Context: an optimization exercise on an open-source flow, tuned for small area and a short achievable clock period. The choices shown serve that exercise and are no tape-out recipe. Function was checked by simulation only, so behaviour that the tests miss may differ from the original. No activity file was given, so power comes from the tool's default toggle rates.

==> flow/design.v (outline; a module is shown in full before it is edited, if it fits) <==
// module execute: 7300 lines
module execute (
  input  logic         clk,
  input  logic         rst,
  input  logic         VCSub,
  input  logic         SelWriteData,
  input  logic         Rs1_sel,
  input  logic         Rs2_sel,
  input  logic [1:0]   SelectorOpA,
  input  logic [1:0]   SelectorOpB,
  input  logic [2:0]   ALUop,
  input  logic [31:0]  OpA,
  input  logic [31:0]  OpB,
  input  logic [31:0]  Imm,
  input  logic [255:0] OpAV,
  input  logic [255:0] OpBV,
  output logic         Zero,
  output logic         Carry,
  output logic         OverFlow,
  output logic         Negative,
  output logic         eq,
  output logic         bgt,
  output logic [31:0]  ALUresult,
  output logic [31:0]  WriteData,
  output logic [255:0] VALUresult
);
  // ...
==> flow/flow/run.sh <==
#!/bin/bash
# Standard layout, except that the port buffers that buffer_ports inserts are the
# smallest plain buffer (buf_1) instead of the tool's default pick (a delay buffer).
set -euo pipefail
cd "$(dirname "$0")/.."
export BUFFER_PORTS_ARGS="-buffer_cell sky130_fd_sc_hd__buf_1"
bash standard.sh > flow_standard.log 2>&1
==> flow/standard.sh <==
#!/bin/bash
# synth_recipe.tcl (not shown) runs the flow's synth.tcl, then flattens the netlist and writes it again
# the make line also repeats each setting of config.mk as NAME=value (left out here)
make -C /OpenROAD-flow-scripts/flow DESIGN_CONFIG=/design/flow/config.mk WORK_HOME=/design/flow/orfs CLKGATE_MAP_FILE= SYNTH_SCRIPT=/design/flow/synth_recipe.tcl "${@:-finish}"
==> flow/config.mk <==
export PLATFORM = sky130hd
export DESIGN_NAME = execute
export DESIGN_NICKNAME = execute
export VERILOG_FILES = /design/flow/design.v
export SDC_FILE = /design/flow/constraint.sdc
export NUM_CORES = 4
export LEC_CHECK = 0
export CAP_MARGIN = 20
export CORE_MARGIN = 2
export CORE_UTILIZATION = 35
export SETUP_SLACK_MARGIN = 3
export SLEW_MARGIN = 20
==> flow/constraint.sdc <==
create_clock -name core_clock -period 11.0 [get_ports {clk}]
set_input_delay 2.2000 -clock core_clock [delete_from_list [all_inputs] [get_ports {clk}]]
set_output_delay 2.2000 -clock core_clock [all_outputs]
set_load 0.01 [all_outputs]
==> impl_results.md, run 1 <==
- CTS HTree Levels: 2
- Utilization after layout: 0.4086
- Share of the synthesized netlist area taken by xor and xnor gates: 0.1104
- Top flip-flop cell by instance count after synthesis: sky130_fd_sc_hd__dfrtp_1
- Met3 WL: 71.79 mm
- Mean instance size in the synthesized netlist: 7.343 um^2
- Biggest area contributors in the synthesized netlist: sky130_fd_sc_hd__fa_1 (16%), sky130_fd_sc_hd__ha_1 (9.6%), sky130_fd_sc_hd__dfrtp_1 (9.5%)
- Count of non-CTS inverters in the layout: 959
- Leading cell kind: multi-input gates
- Clock buffer cells: 55
- Gate family responsible for the most delay along the worst path: adder cells
- Count of clock tree sinks: 325
- Number of rows created at floorplan: 181
- Critical path launch point type: primary input
- IR Drop Worst-Case VDD: 0.0009924 V
- Warnings, synthesis: 1
- Grt ovf: 0
- Post-Syn Nets: 13.58k
- FILL cells: 25.60k
- Outcome: no timing/DRC/antenna violations
- Worst setup margin: 2925 ps
- Number of global-route vias before repair: 90.83k
- Maximum number of pins on one net before global-route repair: 123
- F_max: 123.8 MHz
- Endpoint kind of the worst setup timing path: flop
==> run 2: changes to the inputs <==
--- a/flow/design.v
+++ b/flow/design.v
@@ -703,11 +703,11 @@
   assign smc32 = bp_8_14 & bp_9_12;
   logic smx33;
-  assign smx33 = bp_0_31 ^ bp_1_29 ^ bp_2_27;
+  execute_xor3 u_smx33 (.a(bp_0_31), .b(bp_1_29), .c(bp_2_27), .y(smx33));
   logic smx34;
-  assign smx34 = bp_3_25 ^ bp_4_23 ^ bp_5_21;
+  execute_xor3 u_smx34 (.a(bp_3_25), .b(bp_4_23), .c(bp_5_21), .y(smx34));
   logic smx35;
-  assign smx35 = bp_6_19 ^ bp_7_17 ^ bp_8_15;
+  execute_xor3 u_smx35 (.a(bp_6_19), .b(bp_7_17), .c(bp_8_15), .y(smx35));
   logic smx36;
-  assign smx36 = bp_9_13 ^ bp_10_11;
+  execute_xor2 u_smx36 (.a(bp_9_13), .b(bp_10_11), .y(smx36));
   logic sms37, smc38;
   assign sms37 = bo8_n ^ bp_0_16;
@@ -855,11 +855,11 @@
   assign smc132 = (smc22 & sms25) | (smc22 & sms27) | (sms25 & sms27);
   logic smx133;
-  assign smx133 = bp_11_9 ^ bp_12_7 ^ bp_13_5;
+  execute_xor3 u_smx133 (.a(bp_11_9), .b(bp_12_7), .c(bp_13_5), .y(smx133));
   logic smx134;
-  assign smx134 = bp_14_3 ^ bp_15_1 ^ smx36;
+  execute_xor3 u_smx134 (.a(bp_14_3), .b(bp_15_1), .c(smx36), .y(smx134));
   logic smx135;
-  assign smx135 = smc32 ^ smx33 ^ smx34;
+  execute_xor3 u_smx135 (.a(smc32), .b(smx33), .c(smx34), .y(smx135));
   logic smx136;
-  assign smx136 = smx35 ^ smc26 ^ smc28;
+  execute_xor3 u_smx136 (.a(smx35), .b(smc26), .c(smc28), .y(smx136));
   logic sms137, smc138;
   assign sms137 = bo5_n ^ bp_0_10;
@@ -1034,9 +1034,9 @@
   assign smc250 = (smc124 & sms129) | (smc124 & sms131) | (sms129 & sms131);
   logic smx251;
-  assign smx251 = smx133 ^ smc126 ^ smc128;
+  execute_xor3 u_smx251 (.a(smx133), .b(smc126), .c(smc128), .y(smx251));
   logic smx252;
-  assign smx252 = smc30 ^ smx134 ^ smx135;
+  execute_xor3 u_smx252 (.a(smc30), .b(smx134), .c(smx135), .y(smx252));
   logic smx253;
-  assign smx253 = smx136 ^ smc130 ^ smc132;
+  execute_xor3 u_smx253 (.a(smx136), .b(smc130), .c(smc132), .y(smx253));
   logic sms254, smc255;
   assign sms254 = bo3_n ^ bp_0_6;
@@ -1184,7 +1184,7 @@
   assign smc349 = (sms247 & smc244) | (sms247 & sms249) | (smc244 & sms249);
   logic smx350;
-  assign smx350 = smx251 ^ smc246 ^ smx252;
+  execute_xor3 u_smx350 (.a(smx251), .b(smc246), .c(smx252), .y(smx350));
   logic smx351;
-  assign smx351 = smc248 ^ smx253 ^ smc250;
+  execute_xor3 u_smx351 (.a(smc248), .b(smx253), .c(smc250), .y(smx351));
   logic sms352, smc353;
   assign sms352 = bo2_n ^ bp_0_4;
@@ -1269,5 +1269,5 @@
   assign smc405 = (smc343 & sms346) | (smc343 & smc345) | (sms346 & smc345);
   logic smx406;
-  assign smx406 = smx350 ^ smc347 ^ smx351;
+  execute_xor3 u_smx406 (.a(smx350), .b(smc347), .c(smx351), .y(smx406));
   logic sms407, smc408;
   assign sms407 = bo1_n ^ bp_0_2;
@@ -1358,5 +1358,5 @@
   assign smc464 = (sms348 & smc403) | (sms348 & sms404) | (smc403 & sms404);
   logic smx465;
-  assign smx465 = smc349 ^ smx406 ^ smc405;
+  execute_xor3 u_smx465 (.a(smc349), .b(smx406), .c(smc405), .y(smx465));
   logic [31:0] smra466;
   logic [31:0] smrb467;
@@ -1471,5 +1471,5 @@
   assign v_bar   = v_shr ? {v_ba[0], v_ba[1], v_ba[2], v_ba[3], v_ba[4], v_ba[5], v_ba[6], v_ba[7]} : v_ba;
   logic [255:0] w_vres;
-  logic [7:0] l0_am, l0_b, l0_m, l0_T, l0_bx, l0_p, l0_g, l0_r;
+  logic [7:0] l0_ra, l0_rb, l0_am, l0_b, l0_m, l0_T, l0_bx, l0_p, l0_g, l0_r;
   logic [8:0] l0_k;
   assign l0_am = Rs1_sel ? (v_shr ? {OpAV[0], OpAV[1], OpAV[2], OpAV[3], OpAV[4], OpAV[5], OpAV[6], OpAV[7]} : OpAV[7:0]) : v_bar;
@@ -1652,5 +1652,5 @@
   assign l0_r  = (l0_p & ~{8{v_andm}}) ^ ((l0_k[7:0] & {8{v_arith}}) | (l0_g & {8{v_lg}}));
   assign w_vres[7:0] = ({8{v_selT}} & l0_T) | ({8{v_selR}} & {l0_T[0], l0_T[1], l0_T[2], l0_T[3], l0_T[4], l0_T[5], l0_T[6], l0_T[7]}) | ({8{v_selA}} & l0_r);
-  logic [7:0] l1_am, l1_b, l1_m, l1_T, l1_bx, l1_p, l1_g, l1_r;
+  logic [7:0] l1_ra, l1_rb, l1_am, l1_b, l1_m, l1_T, l1_bx, l1_p, l1_g, l1_r;
   logic [8:0] l1_k;
   assign l1_am = Rs1_sel ? (v_shr ? {OpAV[8], OpAV[9], OpAV[10], OpAV[11], OpAV[12], OpAV[13], OpAV[14], OpAV[15]} : OpAV[15:8]) : v_bar;
@@ -1833,5 +1833,5 @@
   assign l1_r  = (l1_p & ~{8{v_andm}}) ^ ((l1_k[7:0] & {8{v_arith}}) | (l1_g & {8{v_lg}}));
   assign w_vres[15:8] = ({8{v_selT}} & l1_T) | ({8{v_selR}} & {l1_T[0], l1_T[1], l1_T[2], l1_T[3], l1_T[4], l1_T[5], l1_T[6], l1_T[7]}) | ({8{v_selA}} & l1_r);
-  logic [7:0] l2_am, l2_b, l2_m, l2_T, l2_bx, l2_p, l2_g, l2_r;
+  logic [7:0] l2_ra, l2_rb, l2_am, l2_b, l2_m, l2_T, l2_bx, l2_p, l2_g, l2_r;
   logic [8:0] l2_k;
   assign l2_am = Rs1_sel ? (v_shr ? {OpAV[16], OpAV[17], OpAV[18], OpAV[19], OpAV[20], OpAV[21], OpAV[22], OpAV[23]} : OpAV[23:16]) : v_bar;
@@ -2014,5 +2014,5 @@
   assign l2_r  = (l2_p & ~{8{v_andm}}) ^ ((l2_k[7:0] & {8{v_arith}}) | (l2_g & {8{v_lg}}));
   assign w_vres[23:16] = ({8{v_selT}} & l2_T) | ({8{v_selR}} & {l2_T[0], l2_T[1], l2_T[2], l2_T[3], l2_T[4], l2_T[5], l2_T[6], l2_T[7]}) | ({8{v_selA}} & l2_r);
-  logic [7:0] l3_am, l3_b, l3_m, l3_T, l3_bx, l3_p, l3_g, l3_r;
+  logic [7:0] l3_ra, l3_rb, l3_am, l3_b, l3_m, l3_T, l3_bx, l3_p, l3_g, l3_r;
   logic [8:0] l3_k;
   assign l3_am = Rs1_sel ? (v_shr ? {OpAV[24], OpAV[25], OpAV[26], OpAV[27], OpAV[28], OpAV[29], OpAV[30], OpAV[31]} : OpAV[31:24]) : v_bar;
@@ -2195,5 +2195,5 @@
   assign l3_r  = (l3_p & ~{8{v_andm}}) ^ ((l3_k[7:0] & {8{v_arith}}) | (l3_g & {8{v_lg}}));
   assign w_vres[31:24] = ({8{v_selT}} & l3_T) | ({8{v_selR}} & {l3_T[0], l3_T[1], l3_T[2], l3_T[3], l3_T[4], l3_T[5], l3_T[6], l3_T[7]}) | ({8{v_selA}} & l3_r);
-  logic [7:0] l4_am, l4_b, l4_m, l4_T, l4_bx, l4_p, l4_g, l4_r;
+  logic [7:0] l4_ra, l4_rb, l4_am, l4_b, l4_m, l4_T, l4_bx, l4_p, l4_g, l4_r;
   logic [8:0] l4_k;
   assign l4_am = Rs1_sel ? (v_shr ? {OpAV[32], OpAV[33], OpAV[34], OpAV[35], OpAV[36], OpAV[37], OpAV[38], OpAV[39]} : OpAV[39:32]) : v_bar;
@@ -2376,5 +2376,5 @@
   assign l4_r  = (l4_p & ~{8{v_andm}}) ^ ((l4_k[7:0] & {8{v_arith}}) | (l4_g & {8{v_lg}}));
   assign w_vres[39:32] = ({8{v_selT}} & l4_T) | ({8{v_selR}} & {l4_T[0], l4_T[1], l4_T[2], l4_T[3], l4_T[4], l4_T[5], l4_T[6], l4_T[7]}) | ({8{v_selA}} & l4_r);
-  logic [7:0] l5_am, l5_b, l5_m, l5_T, l5_bx, l5_p, l5_g, l5_r;
+  logic [7:0] l5_ra, l5_rb, l5_am, l5_b, l5_m, l5_T, l5_bx, l5_p, l5_g, l5_r;
   logic [8:0] l5_k;
   assign l5_am = Rs1_sel ? (v_shr ? {OpAV[40], OpAV[41], OpAV[42], OpAV[43], OpAV[44], OpAV[45], OpAV[46], OpAV[47]} : OpAV[47:40]) : v_bar;
@@ -2557,5 +2557,5 @@
   assign l5_r  = (l5_p & ~{8{v_andm}}) ^ ((l5_k[7:0] & {8{v_arith}}) | (l5_g & {8{v_lg}}));
   assign w_vres[47:40] = ({8{v_selT}} & l5_T) | ({8{v_selR}} & {l5_T[0], l5_T[1], l5_T[2], l5_T[3], l5_T[4], l5_T[5], l5_T[6], l5_T[7]}) | ({8{v_selA}} & l5_r);
-  logic [7:0] l6_am, l6_b, l6_m, l6_T, l6_bx, l6_p, l6_g, l6_r;
+  logic [7:0] l6_ra, l6_rb, l6_am, l6_b, l6_m, l6_T, l6_bx, l6_p, l6_g, l6_r;
   logic [8:0] l6_k;
   assign l6_am = Rs1_sel ? (v_shr ? {OpAV[48], OpAV[49], OpAV[50], OpAV[51], OpAV[52], OpAV[53], OpAV[54], OpAV[55]} : OpAV[55:48]) : v_bar;
@@ -2738,5 +2738,5 @@
   assign l6_r  = (l6_p & ~{8{v_andm}}) ^ ((l6_k[7:0] & {8{v_arith}}) | (l6_g & {8{v_lg}}));
   assign w_vres[55:48] = ({8{v_selT}} & l6_T) | ({8{v_selR}} & {l6_T[0], l6_T[1], l6_T[2], l6_T[3], l6_T[4], l6_T[5], l6_T[6], l6_T[7]}) | ({8{v_selA}} & l6_r);
-  logic [7:0] l7_am, l7_b, l7_m, l7_T, l7_bx, l7_p, l7_g, l7_r;
+  logic [7:0] l7_ra, l7_rb, l7_am, l7_b, l7_m, l7_T, l7_bx, l7_p, l7_g, l7_r;
   logic [8:0] l7_k;
   assign l7_am = Rs1_sel ? (v_shr ? {OpAV[56], OpAV[57], OpAV[58], OpAV[59], OpAV[60], OpAV[61], OpAV[62], OpAV[63]} : OpAV[63:56]) : v_bar;
@@ -2919,5 +2919,5 @@
   assign l7_r  = (l7_p & ~{8{v_andm}}) ^ ((l7_k[7:0] & {8{v_arith}}) | (l7_g & {8{v_lg}}));
   assign w_vres[63:56] = ({8{v_selT}} & l7_T) | ({8{v_selR}} & {l7_T[0], l7_T[1], l7_T[2], l7_T[3], l7_T[4], l7_T[5], l7_T[6], l7_T[7]}) | ({8{v_selA}} & l7_r);
-  logic [7:0] l8_am, l8_b, l8_m, l8_T, l8_bx, l8_p, l8_g, l8_r;
+  logic [7:0] l8_ra, l8_rb, l8_am, l8_b, l8_m, l8_T, l8_bx, l8_p, l8_g, l8_r;
   logic [8:0] l8_k;
   assign l8_am = Rs1_sel ? (v_shr ? {OpAV[64], OpAV[65], OpAV[66], OpAV[67], OpAV[68], OpAV[69], OpAV[70], OpAV[71]} : OpAV[71:64]) : v_bar;
@@ -3100,5 +3100,5 @@
   assign l8_r  = (l8_p & ~{8{v_andm}}) ^ ((l8_k[7:0] & {8{v_arith}}) | (l8_g & {8{v_lg}}));
   assign w_vres[71:64] = ({8{v_selT}} & l8_T) | ({8{v_selR}} & {l8_T[0], l8_T[1], l8_T[2], l8_T[3], l8_T[4], l8_T[5], l8_T[6], l8_T[7]}) | ({8{v_selA}} & l8_r);
-  logic [7:0] l9_am, l9_b, l9_m, l9_T, l9_bx, l9_p, l9_g, l9_r;
+  logic [7:0] l9_ra, l9_rb, l9_am, l9_b, l9_m, l9_T, l9_bx, l9_p, l9_g, l9_r;
   logic [8:0] l9_k;
   assign l9_am = Rs1_sel ? (v_shr ? {OpAV[72], OpAV[73], OpAV[74], OpAV[75], OpAV[76], OpAV[77], OpAV[78], OpAV[79]} : OpAV[79:72]) : v_bar;
@@ -3281,5 +3281,5 @@
   assign l9_r  = (l9_p & ~{8{v_andm}}) ^ ((l9_k[7:0] & {8{v_arith}}) | (l9_g & {8{v_lg}}));
   assign w_vres[79:72] = ({8{v_selT}} & l9_T) | ({8{v_selR}} & {l9_T[0], l9_T[1], l9_T[2], l9_T[3], l9_T[4], l9_T[5], l9_T[6], l9_T[7]}) | ({8{v_selA}} & l9_r);
-  logic [7:0] l10_am, l10_b, l10_m, l10_T, l10_bx, l10_p, l10_g, l10_r;
+  logic [7:0] l10_ra, l10_rb, l10_am, l10_b, l10_m, l10_T, l10_bx, l10_p, l10_g, l10_r;
   logic [8:0] l10_k;
   assign l10_am = Rs1_sel ? (v_shr ? {OpAV[80], OpAV[81], OpAV[82], OpAV[83], OpAV[84], OpAV[85], OpAV[86], OpAV[87]} : OpAV[87:80]) : v_bar;
@@ -3462,5 +3462,5 @@
   assign l10_r  = (l10_p & ~{8{v_andm}}) ^ ((l10_k[7:0] & {8{v_arith}}) | (l10_g & {8{v_lg}}));
   assign w_vres[87:80] = ({8{v_selT}} & l10_T) | ({8{v_selR}} & {l10_T[0], l10_T[1], l10_T[2], l10_T[3], l10_T[4], l10_T[5], l10_T[6], l10_T[7]}) | ({8{v_selA}} & l10_r);
-  logic [7:0] l11_am, l11_b, l11_m, l11_T, l11_bx, l11_p, l11_g, l11_r;
+  logic [7:0] l11_ra, l11_rb, l11_am, l11_b, l11_m, l11_T, l11_bx, l11_p, l11_g, l11_r;
   logic [8:0] l11_k;
   assign l11_am = Rs1_sel ? (v_shr ? {OpAV[88], OpAV[89], OpAV[90], OpAV[91], OpAV[92], OpAV[93], OpAV[94], OpAV[95]} : OpAV[95:88]) : v_bar;
@@ -3643,5 +3643,5 @@
   assign l11_r  = (l11_p & ~{8{v_andm}}) ^ ((l11_k[7:0] & {8{v_arith}}) | (l11_g & {8{v_lg}}));
   assign w_vres[95:88] = ({8{v_selT}} & l11_T) | ({8{v_selR}} & {l11_T[0], l11_T[1], l11_T[2], l11_T[3], l11_T[4], l11_T[5], l11_T[6], l11_T[7]}) | ({8{v_selA}} & l11_r);
-  logic [7:0] l12_am, l12_b, l12_m, l12_T, l12_bx, l12_p, l12_g, l12_r;
+  logic [7:0] l12_ra, l12_rb, l12_am, l12_b, l12_m, l12_T, l12_bx, l12_p, l12_g, l12_r;
   logic [8:0] l12_k;
   assign l12_am = Rs1_sel ? (v_shr ? {OpAV[96], OpAV[97], OpAV[98], OpAV[99], OpAV[100], OpAV[101], OpAV[102], OpAV[103]} : OpAV[103:96]) : v_bar;
@@ -3824,5 +3824,5 @@
   assign l12_r  = (l12_p & ~{8{v_andm}}) ^ ((l12_k[7:0] & {8{v_arith}}) | (l12_g & {8{v_lg}}));
   assign w_vres[103:96] = ({8{v_selT}} & l12_T) | ({8{v_selR}} & {l12_T[0], l12_T[1], l12_T[2], l12_T[3], l12_T[4], l12_T[5], l12_T[6], l12_T[7]}) | ({8{v_selA}} & l12_r);
-  logic [7:0] l13_am, l13_b, l13_m, l13_T, l13_bx, l13_p, l13_g, l13_r;
+  logic [7:0] l13_ra, l13_rb, l13_am, l13_b, l13_m, l13_T, l13_bx, l13_p, l13_g, l13_r;
   logic [8:0] l13_k;
   assign l13_am = Rs1_sel ? (v_shr ? {OpAV[104], OpAV[105], OpAV[106], OpAV[107], OpAV[108], OpAV[109], OpAV[110], OpAV[111]} : OpAV[111:104]) : v_bar;
@@ -4005,5 +4005,5 @@
   assign l13_r  = (l13_p & ~{8{v_andm}}) ^ ((l13_k[7:0] & {8{v_arith}}) | (l13_g & {8{v_lg}}));
   assign w_vres[111:104] = ({8{v_selT}} & l13_T) | ({8{v_selR}} & {l13_T[0], l13_T[1], l13_T[2], l13_T[3], l13_T[4], l13_T[5], l13_T[6], l13_T[7]}) | ({8{v_selA}} & l13_r);
-  logic [7:0] l14_am, l14_b, l14_m, l14_T, l14_bx, l14_p, l14_g, l14_r;
+  logic [7:0] l14_ra, l14_rb, l14_am, l14_b, l14_m, l14_T, l14_bx, l14_p, l14_g, l14_r;
   logic [8:0] l14_k;
   assign l14_am = Rs1_sel ? (v_shr ? {OpAV[112], OpAV[113], OpAV[114], OpAV[115], OpAV[116], OpAV[117], OpAV[118], OpAV[119]} : OpAV[119:112]) : v_bar;
@@ -4186,5 +4186,5 @@
   assign l14_r  = (l14_p & ~{8{v_andm}}) ^ ((l14_k[7:0] & {8{v_arith}}) | (l14_g & {8{v_lg}}));
   assign w_vres[119:112] = ({8{v_selT}} & l14_T) | ({8{v_selR}} & {l14_T[0], l14_T[1], l14_T[2], l14_T[3], l14_T[4], l14_T[5], l14_T[6], l14_T[7]}) | ({8{v_selA}} & l14_r);
-  logic [7:0] l15_am, l15_b, l15_m, l15_T, l15_bx, l15_p, l15_g, l15_r;
+  logic [7:0] l15_ra, l15_rb, l15_am, l15_b, l15_m, l15_T, l15_bx, l15_p, l15_g, l15_r;
   logic [8:0] l15_k;
   assign l15_am = Rs1_sel ? (v_shr ? {OpAV[120], OpAV[121], OpAV[122], OpAV[123], OpAV[124], OpAV[125], OpAV[126], OpAV[127]} : OpAV[127:120]) : v_bar;
@@ -4367,5 +4367,5 @@
   assign l15_r  = (l15_p & ~{8{v_andm}}) ^ ((l15_k[7:0] & {8{v_arith}}) | (l15_g & {8{v_lg}}));
   assign w_vres[127:120] = ({8{v_selT}} & l15_T) | ({8{v_selR}} & {l15_T[0], l15_T[1], l15_T[2], l15_T[3], l15_T[4], l15_T[5], l15_T[6], l15_T[7]}) | ({8{v_selA}} & l15_r);
-  logic [7:0] l16_am, l16_b, l16_m, l16_T, l16_bx, l16_p, l16_g, l16_r;
+  logic [7:0] l16_ra, l16_rb, l16_am, l16_b, l16_m, l16_T, l16_bx, l16_p, l16_g, l16_r;
   logic [8:0] l16_k;
   assign l16_am = Rs1_sel ? (v_shr ? {OpAV[128], OpAV[129], OpAV[130], OpAV[131], OpAV[132], OpAV[133], OpAV[134], OpAV[135]} : OpAV[135:128]) : v_bar;
@@ -4548,5 +4548,5 @@
   assign l16_r  = (l16_p & ~{8{v_andm}}) ^ ((l16_k[7:0] & {8{v_arith}}) | (l16_g & {8{v_lg}}));
   assign w_vres[135:128] = ({8{v_selT}} & l16_T) | ({8{v_selR}} & {l16_T[0], l16_T[1], l16_T[2], l16_T[3], l16_T[4], l16_T[5], l16_T[6], l16_T[7]}) | ({8{v_selA}} & l16_r);
-  logic [7:0] l17_am, l17_b, l17_m, l17_T, l17_bx, l17_p, l17_g, l17_r;
+  logic [7:0] l17_ra, l17_rb, l17_am, l17_b, l17_m, l17_T, l17_bx, l17_p, l17_g, l17_r;
   logic [8:0] l17_k;
   assign l17_am = Rs1_sel ? (v_shr ? {OpAV[136], OpAV[137], OpAV[138], OpAV[139], OpAV[140], OpAV[141], OpAV[142], OpAV[143]} : OpAV[143:136]) : v_bar;
@@ -4729,5 +4729,5 @@
   assign l17_r  = (l17_p & ~{8{v_andm}}) ^ ((l17_k[7:0] & {8{v_arith}}) | (l17_g & {8{v_lg}}));
   assign w_vres[143:136] = ({8{v_selT}} & l17_T) | ({8{v_selR}} & {l17_T[0], l17_T[1], l17_T[2], l17_T[3], l17_T[4], l17_T[5], l17_T[6], l17_T[7]}) | ({8{v_selA}} & l17_r);
-  logic [7:0] l18_am, l18_b, l18_m, l18_T, l18_bx, l18_p, l18_g, l18_r;
+  logic [7:0] l18_ra, l18_rb, l18_am, l18_b, l18_m, l18_T, l18_bx, l18_p, l18_g, l18_r;
   logic [8:0] l18_k;
   assign l18_am = Rs1_sel ? (v_shr ? {OpAV[144], OpAV[145], OpAV[146], OpAV[147], OpAV[148], OpAV[149], OpAV[150], OpAV[151]} : OpAV[151:144]) : v_bar;
@@ -4910,5 +4910,5 @@
   assign l18_r  = (l18_p & ~{8{v_andm}}) ^ ((l18_k[7:0] & {8{v_arith}}) | (l18_g & {8{v_lg}}));
   assign w_vres[151:144] = ({8{v_selT}} & l18_T) | ({8{v_selR}} & {l18_T[0], l18_T[1], l18_T[2], l18_T[3], l18_T[4], l18_T[5], l18_T[6], l18_T[7]}) | ({8{v_selA}} & l18_r);
-  logic [7:0] l19_am, l19_b, l19_m, l19_T, l19_bx, l19_p, l19_g, l19_r;
+  logic [7:0] l19_ra, l19_rb, l19_am, l19_b, l19_m, l19_T, l19_bx, l19_p, l19_g, l19_r;
   logic [8:0] l19_k;
   assign l19_am = Rs1_sel ? (v_shr ? {OpAV[152], OpAV[153], OpAV[154], OpAV[155], OpAV[156], OpAV[157], OpAV[158], OpAV[159]} : OpAV[159:152]) : v_bar;
@@ -5091,5 +5091,5 @@
   assign l19_r  = (l19_p & ~{8{v_andm}}) ^ ((l19_k[7:0] & {8{v_arith}}) | (l19_g & {8{v_lg}}));
   assign w_vres[159:152] = ({8{v_selT}} & l19_T) | ({8{v_selR}} & {l19_T[0], l19_T[1], l19_T[2], l19_T[3], l19_T[4], l19_T[5], l19_T[6], l19_T[7]}) | ({8{v_selA}} & l19_r);
-  logic [7:0] l20_am, l20_b, l20_m, l20_T, l20_bx, l20_p, l20_g, l20_r;
+  logic [7:0] l20_ra, l20_rb, l20_am, l20_b, l20_m, l20_T, l20_bx, l20_p, l20_g, l20_r;
   logic [8:0] l20_k;
   assign l20_am = Rs1_sel ? (v_shr ? {OpAV[160], OpAV[161], OpAV[162], OpAV[163], OpAV[164], OpAV[165], OpAV[166], OpAV[167]} : OpAV[167:160]) : v_bar;
@@ -5272,5 +5272,5 @@
   assign l20_r  = (l20_p & ~{8{v_andm}}) ^ ((l20_k[7:0] & {8{v_arith}}) | (l20_g & {8{v_lg}}));
   assign w_vres[167:160] = ({8{v_selT}} & l20_T) | ({8{v_selR}} & {l20_T[0], l20_T[1], l20_T[2], l20_T[3], l20_T[4], l20_T[5], l20_T[6], l20_T[7]}) | ({8{v_selA}} & l20_r);
-  logic [7:0] l21_am, l21_b, l21_m, l21_T, l21_bx, l21_p, l21_g, l21_r;
+  logic [7:0] l21_ra, l21_rb, l21_am, l21_b, l21_m, l21_T, l21_bx, l21_p, l21_g, l21_r;
   logic [8:0] l21_k;
   assign l21_am = Rs1_sel ? (v_shr ? {OpAV[168], OpAV[169], OpAV[170], OpAV[171], OpAV[172], OpAV[173], OpAV[174], OpAV[175]} : OpAV[175:168]) : v_bar;
@@ -5453,5 +5453,5 @@
   assign l21_r  = (l21_p & ~{8{v_andm}}) ^ ((l21_k[7:0] & {8{v_arith}}) | (l21_g & {8{v_lg}}));
   assign w_vres[175:168] = ({8{v_selT}} & l21_T) | ({8{v_selR}} & {l21_T[0], l21_T[1], l21_T[2], l21_T[3], l21_T[4], l21_T[5], l21_T[6], l21_T[7]}) | ({8{v_selA}} & l21_r);
-  logic [7:0] l22_am, l22_b, l22_m, l22_T, l22_bx, l22_p, l22_g, l22_r;
+  logic [7:0] l22_ra, l22_rb, l22_am, l22_b, l22_m, l22_T, l22_bx, l22_p, l22_g, l22_r;
   logic [8:0] l22_k;
   assign l22_am = Rs1_sel ? (v_shr ? {OpAV[176], OpAV[177], OpAV[178], OpAV[179], OpAV[180], OpAV[181], OpAV[182], OpAV[183]} : OpAV[183:176]) : v_bar;
@@ -5634,5 +5634,5 @@
   assign l22_r  = (l22_p & ~{8{v_andm}}) ^ ((l22_k[7:0] & {8{v_arith}}) | (l22_g & {8{v_lg}}));
   assign w_vres[183:176] = ({8{v_selT}} & l22_T) | ({8{v_selR}} & {l22_T[0], l22_T[1], l22_T[2], l22_T[3], l22_T[4], l22_T[5], l22_T[6], l22_T[7]}) | ({8{v_selA}} & l22_r);
-  logic [7:0] l23_am, l23_b, l23_m, l23_T, l23_bx, l23_p, l23_g, l23_r;
+  logic [7:0] l23_ra, l23_rb, l23_am, l23_b, l23_m, l23_T, l23_bx, l23_p, l23_g, l23_r;
   logic [8:0] l23_k;
   assign l23_am = Rs1_sel ? (v_shr ? {OpAV[184], OpAV[185], OpAV[186], OpAV[187], OpAV[188], OpAV[189], OpAV[190], OpAV[191]} : OpAV[191:184]) : v_bar;
@@ -5815,5 +5815,5 @@
   assign l23_r  = (l23_p & ~{8{v_andm}}) ^ ((l23_k[7:0] & {8{v_arith}}) | (l23_g & {8{v_lg}}));
   assign w_vres[191:184] = ({8{v_selT}} & l23_T) | ({8{v_selR}} & {l23_T[0], l23_T[1], l23_T[2], l23_T[3], l23_T[4], l23_T[5], l23_T[6], l23_T[7]}) | ({8{v_selA}} & l23_r);
-  logic [7:0] l24_am, l24_b, l24_m, l24_T, l24_bx, l24_p, l24_g, l24_r;
+  logic [7:0] l24_ra, l24_rb, l24_am, l24_b, l24_m, l24_T, l24_bx, l24_p, l24_g, l24_r;
   logic [8:0] l24_k;
   assign l24_am = Rs1_sel ? (v_shr ? {OpAV[192], OpAV[193], OpAV[194], OpAV[195], OpAV[196], OpAV[197], OpAV[198], OpAV[199]} : OpAV[199:192]) : v_bar;
@@ -5996,5 +5996,5 @@
   assign l24_r  = (l24_p & ~{8{v_andm}}) ^ ((l24_k[7:0] & {8{v_arith}}) | (l24_g & {8{v_lg}}));
   assign w_vres[199:192] = ({8{v_selT}} & l24_T) | ({8{v_selR}} & {l24_T[0], l24_T[1], l24_T[2], l24_T[3], l24_T[4], l24_T[5], l24_T[6], l24_T[7]}) | ({8{v_selA}} & l24_r);
-  logic [7:0] l25_am, l25_b, l25_m, l25_T, l25_bx, l25_p, l25_g, l25_r;
+  logic [7:0] l25_ra, l25_rb, l25_am, l25_b, l25_m, l25_T, l25_bx, l25_p, l25_g, l25_r;
   logic [8:0] l25_k;
   assign l25_am = Rs1_sel ? (v_shr ? {OpAV[200], OpAV[201], OpAV[202], OpAV[203], OpAV[204], OpAV[205], OpAV[206], OpAV[207]} : OpAV[207:200]) : v_bar;
@@ -6177,5 +6177,5 @@
   assign l25_r  = (l25_p & ~{8{v_andm}}) ^ ((l25_k[7:0] & {8{v_arith}}) | (l25_g & {8{v_lg}}));
   assign w_vres[207:200] = ({8{v_selT}} & l25_T) | ({8{v_selR}} & {l25_T[0], l25_T[1], l25_T[2], l25_T[3], l25_T[4], l25_T[5], l25_T[6], l25_T[7]}) | ({8{v_selA}} & l25_r);
-  logic [7:0] l26_am, l26_b, l26_m, l26_T, l26_bx, l26_p, l26_g, l26_r;
+  logic [7:0] l26_ra, l26_rb, l26_am, l26_b, l26_m, l26_T, l26_bx, l26_p, l26_g, l26_r;
   logic [8:0] l26_k;
   assign l26_am = Rs1_sel ? (v_shr ? {OpAV[208], OpAV[209], OpAV[210], OpAV[211], OpAV[212], OpAV[213], OpAV[214], OpAV[215]} : OpAV[215:208]) : v_bar;
@@ -6358,5 +6358,5 @@
   assign l26_r  = (l26_p & ~{8{v_andm}}) ^ ((l26_k[7:0] & {8{v_arith}}) | (l26_g & {8{v_lg}}));
   assign w_vres[215:208] = ({8{v_selT}} & l26_T) | ({8{v_selR}} & {l26_T[0], l26_T[1], l26_T[2], l26_T[3], l26_T[4], l26_T[5], l26_T[6], l26_T[7]}) | ({8{v_selA}} & l26_r);
-  logic [7:0] l27_am, l27_b, l27_m, l27_T, l27_bx, l27_p, l27_g, l27_r;
+  logic [7:0] l27_ra, l27_rb, l27_am, l27_b, l27_m, l27_T, l27_bx, l27_p, l27_g, l27_r;
   logic [8:0] l27_k;
   assign l27_am = Rs1_sel ? (v_shr ? {OpAV[216], OpAV[217], OpAV[218], OpAV[219], OpAV[220], OpAV[221], OpAV[222], OpAV[223]} : OpAV[223:216]) : v_bar;
@@ -6539,5 +6539,5 @@
   assign l27_r  = (l27_p & ~{8{v_andm}}) ^ ((l27_k[7:0] & {8{v_arith}}) | (l27_g & {8{v_lg}}));
   assign w_vres[223:216] = ({8{v_selT}} & l27_T) | ({8{v_selR}} & {l27_T[0], l27_T[1], l27_T[2], l27_T[3], l27_T[4], l27_T[5], l27_T[6], l27_T[7]}) | ({8{v_selA}} & l27_r);
-  logic [7:0] l28_am, l28_b, l28_m, l28_T, l28_bx, l28_p, l28_g, l28_r;
+  logic [7:0] l28_ra, l28_rb, l28_am, l28_b, l28_m, l28_T, l28_bx, l28_p, l28_g, l28_r;
   logic [8:0] l28_k;
   assign l28_am = Rs1_sel ? (v_shr ? {OpAV[224], OpAV[225], OpAV[226], OpAV[227], OpAV[228], OpAV[229], OpAV[230], OpAV[231]} : OpAV[231:224]) : v_bar;
@@ -6720,5 +6720,5 @@
   assign l28_r  = (l28_p & ~{8{v_andm}}) ^ ((l28_k[7:0] & {8{v_arith}}) | (l28_g & {8{v_lg}}));
   assign w_vres[231:224] = ({8{v_selT}} & l28_T) | ({8{v_selR}} & {l28_T[0], l28_T[1], l28_T[2], l28_T[3], l28_T[4], l28_T[5], l28_T[6], l28_T[7]}) | ({8{v_selA}} & l28_r);
-  logic [7:0] l29_am, l29_b, l29_m, l29_T, l29_bx, l29_p, l29_g, l29_r;
+  logic [7:0] l29_ra, l29_rb, l29_am, l29_b, l29_m, l29_T, l29_bx, l29_p, l29_g, l29_r;
   logic [8:0] l29_k;
   assign l29_am = Rs1_sel ? (v_shr ? {OpAV[232], OpAV[233], OpAV[234], OpAV[235], OpAV[236], OpAV[237], OpAV[238], OpAV[239]} : OpAV[239:232]) : v_bar;
@@ -6901,5 +6901,5 @@
   assign l29_r  = (l29_p & ~{8{v_andm}}) ^ ((l29_k[7:0] & {8{v_arith}}) | (l29_g & {8{v_lg}}));
   assign w_vres[239:232] = ({8{v_selT}} & l29_T) | ({8{v_selR}} & {l29_T[0], l29_T[1], l29_T[2], l29_T[3], l29_T[4], l29_T[5], l29_T[6], l29_T[7]}) | ({8{v_selA}} & l29_r);
-  logic [7:0] l30_am, l30_b, l30_m, l30_T, l30_bx, l30_p, l30_g, l30_r;
+  logic [7:0] l30_ra, l30_rb, l30_am, l30_b, l30_m, l30_T, l30_bx, l30_p, l30_g, l30_r;
   logic [8:0] l30_k;
   assign l30_am = Rs1_sel ? (v_shr ? {OpAV[240], OpAV[241], OpAV[242], OpAV[243], OpAV[244], OpAV[245], OpAV[246], OpAV[247]} : OpAV[247:240]) : v_bar;
@@ -7082,5 +7082,5 @@
   assign l30_r  = (l30_p & ~{8{v_andm}}) ^ ((l30_k[7:0] & {8{v_arith}}) | (l30_g & {8{v_lg}}));
   assign w_vres[247:240] = ({8{v_selT}} & l30_T) | ({8{v_selR}} & {l30_T[0], l30_T[1], l30_T[2], l30_T[3], l30_T[4], l30_T[5], l30_T[6], l30_T[7]}) | ({8{v_selA}} & l30_r);
-  logic [7:0] l31_am, l31_b, l31_m, l31_T, l31_bx, l31_p, l31_g, l31_r;
+  logic [7:0] l31_ra, l31_rb, l31_am, l31_b, l31_m, l31_T, l31_bx, l31_p, l31_g, l31_r;
   logic [8:0] l31_k;
   assign l31_am = Rs1_sel ? (v_shr ? {OpAV[248], OpAV[249], OpAV[250], OpAV[251], OpAV[252], OpAV[253], OpAV[254], OpAV[255]} : OpAV[255:248]) : v_bar;
@@ -7299,2 +7299,12 @@
   assign VALUresult = r_vres;
 endmodule
+module execute_xor2 (input logic a, input logic b, output logic y);
+  assign y = a ^ b;
+endmodule
+module execute_xor3 (input logic a, input logic b, input logic c, output logic y);
+  assign y = a ^ b ^ c;
+endmodule
+module execute_fadd (input logic [31:0] a, input logic [31:0] b, output logic [31:0] s, output logic z);
+  assign s = a + b;
+  assign z = ((a ^ b) == {(a[30:0] | b[30:0]), 1'b0});
+endmodule
--- a/flow/config.mk
+++ b/flow/config.mk
@@ -8,5 +8,9 @@
 export CAP_MARGIN = 20
 export CORE_MARGIN = 2
-export CORE_UTILIZATION = 35
-export SETUP_SLACK_MARGIN = 3
+export CORE_UTILIZATION = 50
+export CTS_BUF_LIST = sky130_fd_sc_hd__clkbuf_8
+export PLACE_DENSITY = 0.65
+export SETUP_SLACK_MARGIN = 3.2
 export SLEW_MARGIN = 20
+export SYNTH_HIERARCHICAL = 1
+export SYNTH_MINIMUM_KEEP_SIZE = 0
==> run 2 against run 1 <==
  * Critical endpoint is now r_vres[71]
  * Non-clock buffer count shrank 98
  * Via count grew 0.42%
  * Sequential power is essentially flat
  * Routed wire length shrank 3.4%
  * Worst hold slack lost 11 ps
  * Synthesized cell count shrank 2.5%
  * Worst setup slack gained 130 ps
  * Critical path type unchanged
  * Critical path depth grew 5
==> impl_results.md, run 2 <==
- Hold-fix buffers at CTS: 0
- Outcome: no timing/DRC/antenna violations
- Min-Delay Path Class: primary input to asynchronous set/reset pin
- Number of I/O port buffers: 946
- Met2 track demand over resource in global routing: 0.7442
- Worst EP required: 11600 ps
- Gate family responsible for the most delay along the worst path: adder cells
- Setup slack after placement: 1285 ps
- IR Drop Worst-Case VDD: 0.001101 V (+11%)
- Standby leakage power: 38.95 nW
- Power density over the cells: 256.9 nW/um^2
- Warnings, synthesis: 7 (+6)
- Clk buf depth: 3
- Register name with the most flops: r_vres
- Critical path launch point type: primary input
- Worst setup margin: 3051 ps (+126.1 ps)
- Post-synth design cell area: 84860 um^2
- Post-route setup TNS: 0 ps
- Fraction of synthesized cell area taken by the top area cell type: 0.1590
- Area Growth Syn to Fin: 13.83%
- EDFF count, synth: 0
- Routed via count: 99.74k
- First element of the critical path: VCSub
- Die Span X: 416.0 um
- Crit path max fanout: 26
- Largest register FFs: 256
- Aggregate global-route resource usage: 0.5341
- Count of distinct cell types in the synthesized netlist: 88
- Maximum number of pins on one net before global-route repair: 164 (+33%)
- Antenna violations before repair: 133
- Fraction of layout cells with a size suffix above 1: 0.1031
- Number of global-route vias before repair: 92.45k (+1.8%)
- Critical path buffers and inverters: 7
- Commonest cells in the netlist: sky130_fd_sc_hd__nand2_1 (1738), sky130_fd_sc_hd__nor2_1 (913), sky130_fd_sc_hd__xnor2_1 (892)
- RSZ-0062 raised after global routing: true
- Cell type contributing the most total cell area after synthesis: sky130_fd_sc_hd__fa_1
- GP Congestion: 1.146
- Num CTS Buffers: 74
- Post-detailed-routing wire length: 486.4 mm
- Met1 demand-to-capacity share in global routing: 0.6295
- Highest-count cells in the layout ignoring fill and taps: sky130_fd_sc_hd__nand2_1 (1697), sky130_fd_sc_hd__buf_1 (934), sky130_fd_sc_hd__nor2_1 (888), sky130_fd_sc_hd__xnor2_1 (887), sky130_fd_sc_hd__inv_1 (861)
- Worst relative slew slack: 0.08507
- F_max: 125.8 MHz (+1.6%)
- Number of pins exceeding their max-slew limit in the final report: 0
- Net count of the finished layout: 13.88k
- Total die area: 173000 um^2
- Worst Tran Pin Value: 1372 ps
- Top flip-flop cell by instance count after synthesis: sky130_fd_sc_hd__dfrtp_1
- Post-route design area: 96600 um^2
- Number of violations of the max-capacitance limit: 0
- Initial cell density of the core: 0.5024
- Seq cells post-synth: 325
- Grt ovf: 0 (unchanged)
- Sequential fraction of the synthesis area: 0.09584
- Post-Syn Nets: 13.30k (-2.1%)
- Placeable core region: 168900 um^2
- Peak-usage layer in the global routing report: met2
- Initial drt markers: 16.21k
- Biggest area contributors in the synthesized netlist: sky130_fd_sc_hd__fa_1 (16%), sky130_fd_sc_hd__ha_1 (9.7%), sky130_fd_sc_hd__dfrtp_1 (9.6%)
- Largest incremental delay on the critical path: 530 ps
- Count of clock tree sinks: 325 (unchanged)
- Count of endpoints failing hold in the final timing report: 0
- Cell area after placement: 90950 um^2
- Number of failing setup endpoints in the final timing report: 0
- Post-synth ARST share: 1.000
- Endpoint kind of the worst setup timing path: flop
- Crit Path Class: primary input to flop
- Cell with the most instances after synthesis: sky130_fd_sc_hd__nand2_1
- CTS HTree Levels: 3 (+1)
- Final Cycle Share: 0.7227
- Drt via density: 6.968
- Critical path's slowest cell: sky130_fd_sc_hd__fa_1
- Clock transition time at the flip-flop clock pins of the worst setup and hold paths: 60 ps
- Mean instance size in the synthesized netlist: 7.479 um^2 (+1.8%)
- Crit path arrival time: 8550 ps
- Gate count of the mapped netlist: 11.35k
- Number of remaining DRC errors: 0
- Iteration count of the initial detailed-routing pass: 13
- Post-DP HPWL: 354.2 mm
- Most frequent standard cell in the layout excluding fill and tap cells: sky130_fd_sc_hd__nand2_1
- Min Tclk post-route: 7949 ps
- Wire length of the first global-routing pass: 670.8 mm
- Number of rows created at floorplan: 151 (-17%)
- CTS tree: done
- Total I/O pin count: 947
- Hold Worst Slack: 1491 ps
- Detail Route Antenna Nets: 0
- Clock Root Buffer: sky130_fd_sc_hd__clkbuf_8
- Met3 usage in global routing: 0.2121
- Registers with the highest flip-flop counts: r_vres x256, r_wd x32, r_res x31
- Die outline height: 416.0 um
- Wire length per cell after detailed routing: 33.98 um
[run 2: cell count changes in the layout (fill, tap and decap cells not counted), sizes merged, moves of 29 or more]
cell,change
and2,+66
nor2b,+36
o21ai,-46
o311ai,-39
nor3,-53
xnor2,-36
a21oi,-132
a22oi,+29
inv,-42
nand2,-59
nor2,-74
o221ai,+97
buf,-80
[run 2: worst paths after layout]
check	endpoint	slack, ps	cells after the start
max	r_vres[71]	3050	25
min	r_vres[106]	1490	3
max in group asynchronous	r_wd[4]	8060	4
min in group core_clock	r_wd[24]	1660	2
[run 2: layout make-up]
cell class | count | area [um^2]
Multi-Input combinational cell | 9240 | 72210
Fill cell | 16050 | 72310
Clock buffer | 94 | 1294
Tap cell | 2218 | 2775
Timing Repair Buffer | 1351 | 7756
Antenna cell | 119 | 297.8
Inverter | 924 | 3685
Sequential cell | 325 | 8133
Clock inverter | 36 | 401.6
Timing Repair inverter | 7 | 48.80
[run 2: report_power, final]
part / switching (mW) / total (mW) / internal (mW)
logic: 12.8 / 21.1 / 8.32
registers: 0.341 / 1.98 / 1.64
clock network: 0.818 / 1.74 / 0.925
[run 2: through the flow]
step / utilization / power, mW / std cells
finish: 0.5719 / 24.82 / 14310
global route: 0.5713 / 26.00 / 14270
CTS: 0.5556 / 23.33 / 14080
detailed placement: 0.5385 / 21.34 / 13900
global placement: 0.5385 / 21.32 / 13900
floorplan: - / 15.39 / 11350
[run 2: logic make-up (layout without fill, tap and decap cells)]
| family | count (synthesis) | in the layout | synth area share |
|---|---|---|---|
| AO/OA/AOI/OAI | 3310 | 3311 | 0.2561 |
| XOR/XNOR | 1059 | 1059 | 0.1118 |
| adder cells (fa/ha/maj) | 1334 | 1334 | 0.2563 |
| buffers and inverters | 1792 | 2412 | 0.08194 |
| flip-flops | 325 | 325 | 0.09584 |
| multiplexers | 299 | 299 | 0.03974 |
| other | 0 | 119 | 0 |
| AND/OR/NAND/NOR | 3227 | 3237 | 0.1584 |
[run 2: repair_timing]
| action | 4_1_cts | 5_1_grt |
|---|---|---|
| pin swaps | 17 | 34 |
| gates resized for setup | 173 | 292 |
| cloned | 11 | 14 |
| setup endpoints to repair | 84 | 78 |
| setup buffers | 39 | 102 |
[run 2: layer usage]
metal | part of all wire | vias up | wire (um)
li1 | - | 40660 | -
met1 | 0.34 | 47750 | 165000
met2 | 0.40 | 8749 | 192300
met3 | 0.15 | 2523 | 72980
met4 | 0.11 | 52 | 55600
met5 | 0.00099 | - | 483
[run 2: per-module statistics from Yosys, one instance, submodules excluded]
| module | area, um^2 | copies in the design |
|---|---|---|
| execute_xor3 | 23.77 | 14 |
| execute_xor2 | 8.758 | 1 |
| execute | 84520 | 1 |

## separate check: timing with driven ports
In the flow no input, the clock included, has a driving cell. The finished layouts below were timed again as built, in two steps. Step 1 sets driving cells, clkbuf_16 on the clock port and buf_2 on the other inputs (assumed; they add their load-dependent delay and slew). Step 2, shift: input delay + t, output delay - t, t = (earliest + latest rising clock arrival at the registers) / 2. This alone moves slack from input paths to output paths. Three values: no drivers, after step 1, after step 2; two values: the first two.
run	t (ns)	setup slack, ns	worst data-port slew with drivers (ns)
run 1	0.868	2.925 / 2.922 / 2.054	0.34
run 2	0.989	3.051 / 3.038 / 2.049	0.50
After both steps every run listed still meets setup and hold. For run 2, which loses most, drivers alone change the setup slack by -0.013 ns; drivers and shift together by -1.002 ns.
